Background: an optimization exercise with open tools, aiming at small area. Do not read the settings as production practice. Where RTL was checked, it was by simulation tests only, not by an equivalence proof against the original. Only the layout flow was run in run 3; the RTL was not checked for function there.

## flow/design.v (module list and top-level ports; edited modules follow where they fit)
// module pss_sample_window: 14 lines
// module pss_correlator_lane: 671 lines
// module pss_fa: 10 lines
// module pss_xor2: 7 lines
// module pss_xnor2: 7 lines
// module pss_ha: 9 lines
// module pss_nid2_decider: 24 lines
// module pss_detector: 71 lines
module pss_detector (
    input  logic        clk_i,
    input  logic        reset_ni,
    input  logic [15:0] sample_i,           
    input  logic        sample_valid_i,
    input  logic [1:0]  mode_i,             
    input  logic [1:0]  requested_nid2_i,
    output logic [2:0]  result_o            
);
  // ...
==> flow/flow/run.sh <==
#!/bin/bash
cp standard.sh standard_sh_copy.log
export BUFFER_PORTS_ARGS="-buffer_cell sky130_fd_sc_hd__buf_1"
bash standard.sh > standard_flow.log 2>&1
==> flow/standard.sh <==
#!/bin/bash
# synth_recipe.tcl (not shown) runs the flow's synth.tcl, then flattens the netlist and writes it again
# the make line also repeats each setting of config.mk as NAME=value (left out here)
make -C /OpenROAD-flow-scripts/flow DESIGN_CONFIG=/design/flow/config.mk WORK_HOME=/design/flow/orfs CLKGATE_MAP_FILE= SYNTH_SCRIPT=/design/flow/synth_recipe.tcl "${@:-finish}"
==> flow/config.mk <==
export PLATFORM = sky130hd
export DESIGN_NAME = pss_detector
export DESIGN_NICKNAME = pss_detector
export VERILOG_FILES = /design/flow/design.v
export SDC_FILE = /design/flow/constraint.sdc
export NUM_CORES = 4
export LEC_CHECK = 0
export CAP_MARGIN = 5
export CORE_MARGIN = 2
export CORE_UTILIZATION = 75
export CTS_BUF_LIST = sky130_fd_sc_hd__clkbuf_4
export CTS_CLUSTER_DIAMETER = 50
export CTS_CLUSTER_SIZE = 10
export SLEW_MARGIN = 5
export SYNTH_HIERARCHICAL = 1
==> flow/constraint.sdc <==
create_clock -name core_clock -period 11.0 [get_ports {clk_i}]
set_input_delay 2.2000 -clock core_clock [delete_from_list [all_inputs] [get_ports {clk_i}]]
set_output_delay 2.2000 -clock core_clock [all_outputs]
set_load 0.01 [all_outputs]
==> flow_summary.json, run 1 <==
{
  "synth_top_cell_area_share_pct": 35.1,
  "post_dp_cell_area_um2": 16900,
  "worst-path-buf-inv": 2,
  "postCtsSetupBuffers": 0,
  "cts_sinks": 271,
  "synthAdderAreaFrac_pct": 38.1,
  "post_synth_and_or_nand_nor_area_fraction_pct": 3.04,
  "grt_pass1_vias": 10377,
  "diodes": 1,
  "hold_violations": 0,
  "sh_seq_area_pct": 31.3,
  "routed_wl_um": 29400,
  "final_cell_area_um2": 17300,
  "max_freq_ghz": 0.0946,
  "final_nets": 1665,
  "fin_util_pct": 79.4,
  "stdcell_count": 1599,
  "startpoint_type": "flop",
  "numPortBuffers": 25,
  "crit_required_ns": 11.48,
  "crit_slowest_cell": "fa_1",
  "ctsHoldBuffers": 0,
  "fin_ws_ns": 0.426,
  "placementRows": 54,
  "crit_path_max_incr_delay_ns": 0.59,
  "grt_pass1_wl_um": 51500,
  "multiInputGateArea_um2": 10500,
  "status": "finished clean"
}
==> module pss_sample_window, before the edit <==
module pss_sample_window (
    input  logic [255:0] hist_i,
    input  logic [15:0]  sample_i,
    input  logic         shift_i,
    input  logic         hold_i,
    input  logic         clear_i,
    output logic [255:0] hist_o
);
    localparam logic [15:0]  MSB_ONE = 16'h8080;
    localparam logic [255:0] MSBS    = {16{MSB_ONE}};
    assign hist_o = ({256{shift_i}} & {hist_i[239:0], sample_i ^ MSB_ONE}) |
                    ({256{hold_i}}  & hist_i) |
                    ({256{clear_i}} & MSBS);
endmodule
==> module pss_detector, before the edit <==
module pss_detector (
    input  logic        clk_i,
    input  logic        reset_ni,
    input  logic [15:0] sample_i,           
    input  logic        sample_valid_i,
    input  logic [1:0]  mode_i,             
    input  logic [1:0]  requested_nid2_i,
    output logic [2:0]  result_o            
);
    logic         en_q;
    logic         accept_q;
    logic [255:0] window_q;
    logic [255:0] window_d;
    logic [2:0]   prev_q;
    logic [2:0]   peaks_q;
    logic [1:0]   code1_q, code2_q;
    logic         result_valid_q;
    logic [1:0]   result_nid2_q;
    logic         accept;
    logic         hold;
    logic [2:0]   ge;
    logic [1:0]   code;
    logic         hit;
    assign accept = sample_valid_i && en_q && reset_ni;
    assign hold   = reset_ni && !accept;
    pss_sample_window i_sample_window (
        .hist_i   (window_q),
        .sample_i (sample_i),
        .shift_i  (accept),
        .hold_i   (hold),
        .clear_i  (!reset_ni),
        .hist_o   (window_d)
    );
    always_ff @(posedge clk_i) begin
        window_q <= window_d;
    end
    pss_correlator_lane i_corr (
        .window_i (window_q),
        .ge_o     (ge)
    );
    pss_nid2_decider i_nid2_decider (
        .peaks_i          (peaks_q),
        .code_i           (code2_q),
        .mode_i           (mode_i),
        .requested_nid2_i (requested_nid2_i),
        .code_o           (code),
        .hit_o            (hit)
    );
    always_ff @(posedge clk_i) begin
        if (!reset_ni) begin
            en_q           <= 1'b0;
            accept_q       <= 1'b0;
            prev_q         <= '0;
            peaks_q        <= '0;
            code1_q        <= 2'd3;
            code2_q        <= 2'd3;
            result_valid_q <= 1'b0;
            result_nid2_q  <= '0;
        end else begin
            en_q           <= !mode_i[1];
            accept_q       <= accept;
            if (accept_q) prev_q <= ge;
            peaks_q        <= accept_q ? (ge & ~prev_q) : 3'b000;
            code1_q        <= code;
            code2_q        <= code1_q;
            result_valid_q <= hit;
            if (hit) result_nid2_q <= code2_q;
        end
    end
    assign result_o = {result_valid_q, result_nid2_q};
endmodule
==> run 2: changes to the inputs <==
--- a/flow/design.v
+++ b/flow/design.v
@@ -2,4 +2,4 @@
 module pss_sample_window (
-    input  logic [255:0] hist_i,
-    input  logic [15:0]  sample_i,
+    input  logic [239:0] hist_i,
+    input  logic [15:0]  sample_i,           
     input  logic         shift_i,
@@ -7,9 +7,9 @@
     input  logic         clear_i,
-    output logic [255:0] hist_o
+    output logic [239:0] hist_o
 );
     localparam logic [15:0]  MSB_ONE = 16'h8080;
-    localparam logic [255:0] MSBS    = {16{MSB_ONE}};
-    assign hist_o = ({256{shift_i}} & {hist_i[239:0], sample_i ^ MSB_ONE}) |
-                    ({256{hold_i}}  & hist_i) |
-                    ({256{clear_i}} & MSBS);
+    localparam logic [239:0] MSBS    = {15{MSB_ONE}};
+    assign hist_o = ({240{shift_i}} & {hist_i[223:0], sample_i}) |
+                    ({240{hold_i}}  & hist_i) |
+                    ({240{clear_i}} & MSBS);
 endmodule
@@ -757,4 +757,5 @@
     logic         accept_q;
-    logic [255:0] window_q;
-    logic [255:0] window_d;
+    logic [15:0]  sample_q;
+    logic [239:0] hist_q;
+    logic [239:0] hist_d;
     logic [2:0]   prev_q;
@@ -770,16 +771,19 @@
     assign accept = sample_valid_i && en_q && reset_ni;
-    assign hold   = reset_ni && !accept;
+    assign hold   = reset_ni && !accept_q;
+    always_ff @(posedge clk_i) begin
+        sample_q <= sample_i ^ 16'h8080;
+    end
     pss_sample_window i_sample_window (
-        .hist_i   (window_q),
-        .sample_i (sample_i),
-        .shift_i  (accept),
+        .hist_i   (hist_q),
+        .sample_i (sample_q),
+        .shift_i  (accept_q && reset_ni),
         .hold_i   (hold),
         .clear_i  (!reset_ni),
-        .hist_o   (window_d)
+        .hist_o   (hist_d)
     );
     always_ff @(posedge clk_i) begin
-        window_q <= window_d;
+        hist_q <= hist_d;
     end
     pss_correlator_lane i_corr (
-        .window_i (window_q),
+        .window_i ({hist_q, sample_q}),
         .ge_o     (ge)
==> flow_summary.json, run 2 <==
{
  "status": "finished clean",
  "crit_required_ns": 11.49,
  "initial_core_util_pct": 76.6,
  "r2r_end": "prev_q[1]",
  "gr-usage-all-layers_pct": 26.5,
  "whs_endpoint": "peaks_q[0]",
  "max_freq_ghz": 0.0945,
  "layout_common_cells": "fa_1 (290), dfxtp_1 (271), a22o_1 (210)",
  "place_congestion": 0.821,
  "grt_max_degree": 136,
  "drive_above_1_share_pct": 6.25,
  "yosysMostFrequentCell": "fa_1",
  "avgSynthCellArea_um2": 13.1,
  "post_drt_wl_per_cell_um": 18.2,
  "reg2regPathDepth": 30,
  "yosysWarningCount": 8,
  "cts_tree": "built",
  "final-setup-viol-count": 0,
  "hold_violations": 0,
  "drc": 0,
  "die-height_um": 154,
  "max-slew-margin-rel_pct": 27.0,
  "crit_path_max_incr_delay_ns": 0.59,
  "cp_max_fo": 10,
  "synth_top_cell_area_share_pct": 35.0,
  "grt_pass1_vias": 10316,
  "dp.cells": 1533,
  "cts_buffer_depth": 3,
  "finalSetupTns_ns": 0,
  "hp-start": "prev_q[0]",
  "rsz0062_at_grt": "false",
  "maxCapViolCount": 0,
  "top_register": "hist_q",
  "numPortBuffers": 25,
  "worstPathArrival_ns": 11.07,
  "routed_wl_um": 28800,
  "viasPerCell": 5.90,
  "reg2reg_setup_slack_ns": 0.41,
  "worst_slew_pin_slew_ns": 1.09,
  "startpoint_type": "flop",
  "crit_slowest_cell": "fa_1",
  "drtIter0Drc": 442,
  "synth-seq-area-share_pct": 32.3,
  "skew_ns": 0.0210,
  "cts-root-buf": "clkbuf_4",
  "holdPathStages": 1,
  "drt_first_pass_iters": 5,
  "stdcell_count": 1578,
  "final_nets": 1644,
  "final_common_cell": "fa_1",
  "reg_top3": "hist_q (240), sample_q (16)",
  "final_cell_area_um2": 17100,
  "largest_reg_flops": 240,
  "dieArea_um2": 23600,
  "grt_antenna_before_repair": 1,
  "syn_inst": 1281,
  "synthFlopType": "dfxtp_1",
  "post_dp_cell_area_um2": 16700,
  "synthTopCellsByArea": "fa_1 (35%), dfxtp_1 (32%), a22o_1 (11%)",
  "cts_buffers": 34,
  "critical_path_class": "reg2reg",
  "ios": 26,
  "async_reset_ff_share_pct": 0,
  "via_count": 9310,
  "grt_pass1_wl_um": 50900,
  "num-fill-cells": 1416,
  "slew_violations": 0,
  "area_growth_pct": 2.13,
  "fin_crit_ns": 10.59,
  "synth_edf_count": 0,
  "r2r_start": "hist_q[144]",
  "placementRows": 54,
  "die_x_um": 154,
  "drtAntennaViolNets": 0,
  "clkTransAtPathRegs_ns": 0.11,
  "syn-num-nets": 1635,
  "hp-class": "reg2reg",
  "synth_area_leader_cell": "fa_1",
  "cpMostUsedCell": "fa_1",
  "cts_sinks": 271,
  "synth_common_cells": "fa_1 (293), dfxtp_1 (271), a22o_1 (210), inv_1 (131), xor2_1 (56)",
  "clk_latency_ns": 0.63,
  "place_hpwl_um": 22600,
  "h-tree-depth": 2,
  "synth_cell_type_count": 50,
  "core_um2": 21900,
  "fin_crit_sh_pct": 96.2,
  "crit_path_end_kind": "flop",
  "grt_overflow_total": 0,
  "ys_seq_elements": 271,
  "synth_area_um2": 16800
}
-- run 2: through the flow --
stage          hold WS [ns]  utilization (%)  setup slack, ns
2_1_floorplan         0.385                -           0.0134
3_3_place_gp          0.405             76.4            0.466
3_5_place_dp          0.416             76.4            0.202
4_1_cts               0.421             78.0            0.177
5_1_grt               0.452             78.3           0.0183
6_report              0.420             78.3            0.414
-- run 2: metal layers --
metal	global-route usage [%]	share of wire, %
met5	0	0
met4	5.29	1.5
met3	3.41	3.3
met2	43.2	49
met1	39.1	46
-- run 2: area by class of cell --
| type | instances | area, µm² | area share [%] |
|---|---|---|---|
| clock buffer | 37 | 278 | 1.62 |
| clock inverter | 6 | 60.1 | 0.351 |
| tap | 280 | 350 | 2.04 |
| multi-input combinational | 814 | 10300 | 60.3 |
| timing repair buffer | 35 | 173 | 1.01 |
| antenna | 1 | 2.50 | 0.0146 |
| inverter | 134 | 508 | 2.96 |
| sequential | 271 | 5430 | 31.7 |
-- run 2: repair_timing --
action,CTS,global route
hold buffers,0,0
setup endpoints to repair,0,2
setup buffers,0,1
resized for setup,0,10
-- run 2: critical path: cells and delay by family (launching register included) --
kind / cells / cell delay (ns)
adders and majority gates: 16 / 7.48
AOI/OAI and AO/OA: 4 / 0.72
and+or+nand+nor: 3 / 0.71
xor gates and xnor gates: 3 / 0.70
DFF: 1 / 0.36
buffers and inverters: 3 / 0.34
muxes: 1 / 0.15
-- run 2: modules after synthesis, one instance, submodules excluded --
module               cell area [µm²]  flops+latches
pss_correlator_lane             1180              0
pss_detector                    5600            271
pss_sample_window               2700              0
pss_nid2_decider                70.1              0
pss_fa                          20.0              0
pss_xor2                        8.76              0
pss_ha                          12.5              0
pss_xnor2                       8.76              0
-- run 2: cells by family after synthesis --
kind of cell	share of synthesized area, %
adders and majority gates	37.9
AOI/OAI and AO/OA	14.6
DFF	32.3
buffers and inverters	6.54
xor gates and xnor gates	5.43
and+or+nand+nor	2.91
muxes	0.298
-- run 2: worst max-delay path by stage --
| stage | from | end | slack (ns) | cells past startpoint |
|---|---|---|---|---|
| CTS | hist_q[152] | prev_q[1] | 0.18 | 31 |
| floorplan | hist_q[152] | prev_q[1] | 0.01 | 30 |
| finish | hist_q[144] | prev_q[1] | 0.41 | 30 |
| global route | hist_q[152] | prev_q[1] | 0.02 | 30 |
| global placement | hist_q[144] | prev_q[1] | 0.47 | 30 |
| detailed placement | hist_q[152] | prev_q[1] | 0.20 | 31 |
==> run 3: changes to the inputs <==
--- a/flow/design.v
+++ b/flow/design.v
@@ -761,4 +761,3 @@
     logic [2:0]   prev_q;
-    logic [2:0]   peaks_q;
-    logic [1:0]   code1_q, code2_q;
+    logic [1:0]   code0_q, code1_q, code2_q;
     logic         result_valid_q;
@@ -791,3 +790,3 @@
     pss_nid2_decider i_nid2_decider (
-        .peaks_i          (peaks_q),
+        .peaks_i          (accept_q ? (ge & ~prev_q) : 3'b000),
         .code_i           (code2_q),
@@ -803,3 +802,3 @@
             prev_q         <= '0;
-            peaks_q        <= '0;
+            code0_q        <= 2'd3;
             code1_q        <= 2'd3;
@@ -812,4 +811,4 @@
             if (accept_q) prev_q <= ge;
-            peaks_q        <= accept_q ? (ge & ~prev_q) : 3'b000;
-            code1_q        <= code;
+            code0_q        <= code;
+            code1_q        <= code0_q;
             code2_q        <= code1_q;
==> flow_summary.json, run 3 <==
{
  "status": "finished clean",
  "crit_path_max_incr_delay_ns": 0.60,
  "drc": 0,
  "grt_antenna_before_repair": 1,
  "synth_area_um2": 16800,
  "hold_violations": 0,
  "die_x_um": 153,
  "numPortBuffers": 25,
  "slew_violations": 0,
  "cts_sinks": 270,
  "startpoint_type": "flop",
  "grt_max_degree": 109,
  "synth-seq-area-share_pct": 32.3,
  "synth_edf_count": 0,
  "fin_crit_sh_pct": 97.1,
  "grt_pass1_wl_um": 50900,
  "synth_top_cell_area_share_pct": 35.0,
  "reg2reg_setup_slack_ns": 0.32,
  "synth_common_cells": "fa_1 (293), dfxtp_1 (270), a22o_1 (210), inv_1 (130), xor2_1 (56)",
  "crit_required_ns": 11.51,
  "viasPerCell": 5.89,
  "yosysMostFrequentCell": "fa_1",
  "syn-num-nets": 1636,
  "placementRows": 54,
  "avgSynthCellArea_um2": 13.1,
  "finalSetupTns_ns": 0,
  "crit_slowest_cell": "fa_2",
  "routed_wl_um": 29100,
  "layout_common_cells": "fa_1 (270), dfxtp_1 (269), a22o_1 (210)",
  "drtIter0Drc": 589,
  "cts_tree": "built",
  "maxCapViolCount": 0,
  "synth_area_leader_cell": "fa_1",
  "yosysWarningCount": 8,
  "cts-root-buf": "clkbuf_4",
  "fin_crit_ns": 10.68,
  "cts_buffers": 34,
  "cp_max_fo": 6,
  "final-setup-viol-count": 0,
  "cts_buffer_depth": 3,
  "final_nets": 1657,
  "core_um2": 21900,
  "hp-class": "reg2reg",
  "fin_ws_ns": 0.320,
  "largest_reg_flops": 240,
  "clkTransAtPathRegs_ns": 0.11,
  "max_freq_ghz": 0.0936,
  "reg_top3": "hist_q (240), sample_q (16), prev_q (3)",
  "h-tree-depth": 2,
  "grt_pass1_vias": 10375,
  "drt_first_pass_iters": 5,
  "worstPathArrival_ns": 11.19,
  "grt_overflow_total": 0,
  "post_drt_wl_per_cell_um": 18.3,
  "initial_core_util_pct": 76.6,
  "drive_above_1_share_pct": 9.53,
  "synthFlopType": "dfxtp_1",
  "dp.cells": 1535,
  "max-slew-margin-rel_pct": 25.3,
  "dieArea_um2": 23600,
  "skew_ns": 0.0258,
  "top_register": "hist_q",
  "worst_slew_pin_slew_ns": 1.12,
  "final_common_cell": "fa_1",
  "drtAntennaViolNets": 0,
  "synth_cell_type_count": 47,
  "clk_latency_ns": 0.63,
  "crit_path_end_kind": "flop",
  "critical_path_class": "reg2reg",
  "gr-usage-all-layers_pct": 26.7,
  "syn_inst": 1282,
  "place_hpwl_um": 22600,
  "area_growth_pct": 3.57,
  "place_congestion": 0.802,
  "pre_cts_ws_ns": -0.207,
  "die-height_um": 153,
  "ys_seq_elements": 270,
  "synthTopCellsByArea": "fa_1 (35%), dfxtp_1 (32%), a22o_1 (11%)",
  "cpMostUsedCell": "fa_1",
  "via_count": 9377,
  "ios": 26,
  "ctsHoldBuffers": 0,
  "stdcell_count": 1593,
  "async_reset_ff_share_pct": 0
}
[run 3: final timing paths]
kind / cells past startpoint / startpoint / to
worst min-delay path: 1 / code0_q[1] / code1_q[1]
worst max-delay path: 32 / hist_q[153] / code0_q[1]
worst min register to register: 1 / code0_q[1] / code1_q[1]
worst max register to register: 32 / hist_q[153] / code0_q[1]
[run 3: timing repair]
action                                  in CTS  in global routing
buffers inserted                             4                  8
gates resized for setup                      4                 40
pin swaps                                    3                 22
endpoints found under the setup margin       2                  3
[run 3: per-stage QoR]
| stage | hold slack, ns | utilization [%] | area [µm²] |
|---|---|---|---|
| 6_report | 0.447 | 79.3 | 17400 |
| 5_1_grt | 0.460 | 79.3 | 17400 |
| 4_1_cts | 0.449 | 78.3 | 17100 |
| 3_5_place_dp | 0.403 | 76.5 | 16700 |
| 3_3_place_gp | 0.447 | 76.5 | 16700 |
| 2_1_floorplan | 0.385 | - | 16800 |
[run 3: per-layer routing]
metal | vias up | global-route usage, % | share of wire, %
met5 | - | 0 | 0
met4 | 0 | 7.08 | 2.4
met3 | 54 | 3.57 | 3.3
met2 | 170 | 42.6 | 49
met1 | 4776 | 39.3 | 46
li1 | 4377 | - | -
[run 3: kinds of logic after synthesis]
| group | count (synthesis) | share of synthesized area [%] |
|---|---|---|
| xor gates and xnor gates | 104 | 5.44 |
| muxes | 4 | 0.239 |
| buffers and inverters | 195 | 6.51 |
| adders and majority gates | 332 | 37.9 |
| DFF | 270 | 32.3 |
| AOI/OAI and AO/OA | 286 | 14.7 |
| and+or+nand+nor | 91 | 2.99 |
[run 3: final cells by class]
cell class              instances  area (µm²)
clock buffers                  41         308
repair buffers                 47         267
multi-input cells             817       10500
well taps                     280         350
inverters                     133         499
flip-flops and latches        270        5410
fillers                      1383        4530
diodes                          2        5.00
clock inverters                 3        21.3
[run 3: critical path, delay by kind of cell (launching register included)]
kind	cells	cell delay (ns)
adder cells (fa/ha/maj)	18	7.71
AO/OA/AOI/OAI	4	0.83
AND/OR/NAND/NOR	4	0.72
XOR/XNOR	3	0.58
flip-flops	1	0.36
buffers and inverters	3	0.33
[run 3: per-module statistics from Yosys, one instance, submodules excluded]
module / times used / flip-flops and latches
pss_correlator_lane: 1 / 0
pss_ha: 38 / 0
pss_xnor2: 47 / 0
pss_sample_window: 1 / 0
pss_nid2_decider: 1 / 0
pss_fa: 293 / 0
pss_detector: 1 / 270
pss_xor2: 54 / 0

[afterwards: timing with drivers on the ports]
The results above use ideal ports. As a check the final layouts listed here were re-extracted and re-timed, cells and wires unchanged.
Step 1, drivers: a clkbuf_16 drives clk_i and a buf_2 each remaining input, both assumed.
Step 2 moves the port delays by t, midway between the first and last clock arrival at a register: inputs arrive t later, outputs are due t later. That takes back most of the time a late clock gives input paths.
Slacks: ideal ports / drivers / drivers and shift; pairs: ideal ports / drivers.
run | t, ns | setup slack, ns | worst data-port slew with drivers (ns)
run 1 | 0.671 | 0.426 / 0.426 / 0.426 | 0.04
run 2 | 0.659 | 0.414 / 0.414 / 0.414 | 0.05
run 3 | 0.663 | 0.320 / 0.320 / 0.320 | 0.05
After both steps setup and hold are still met in every run listed.
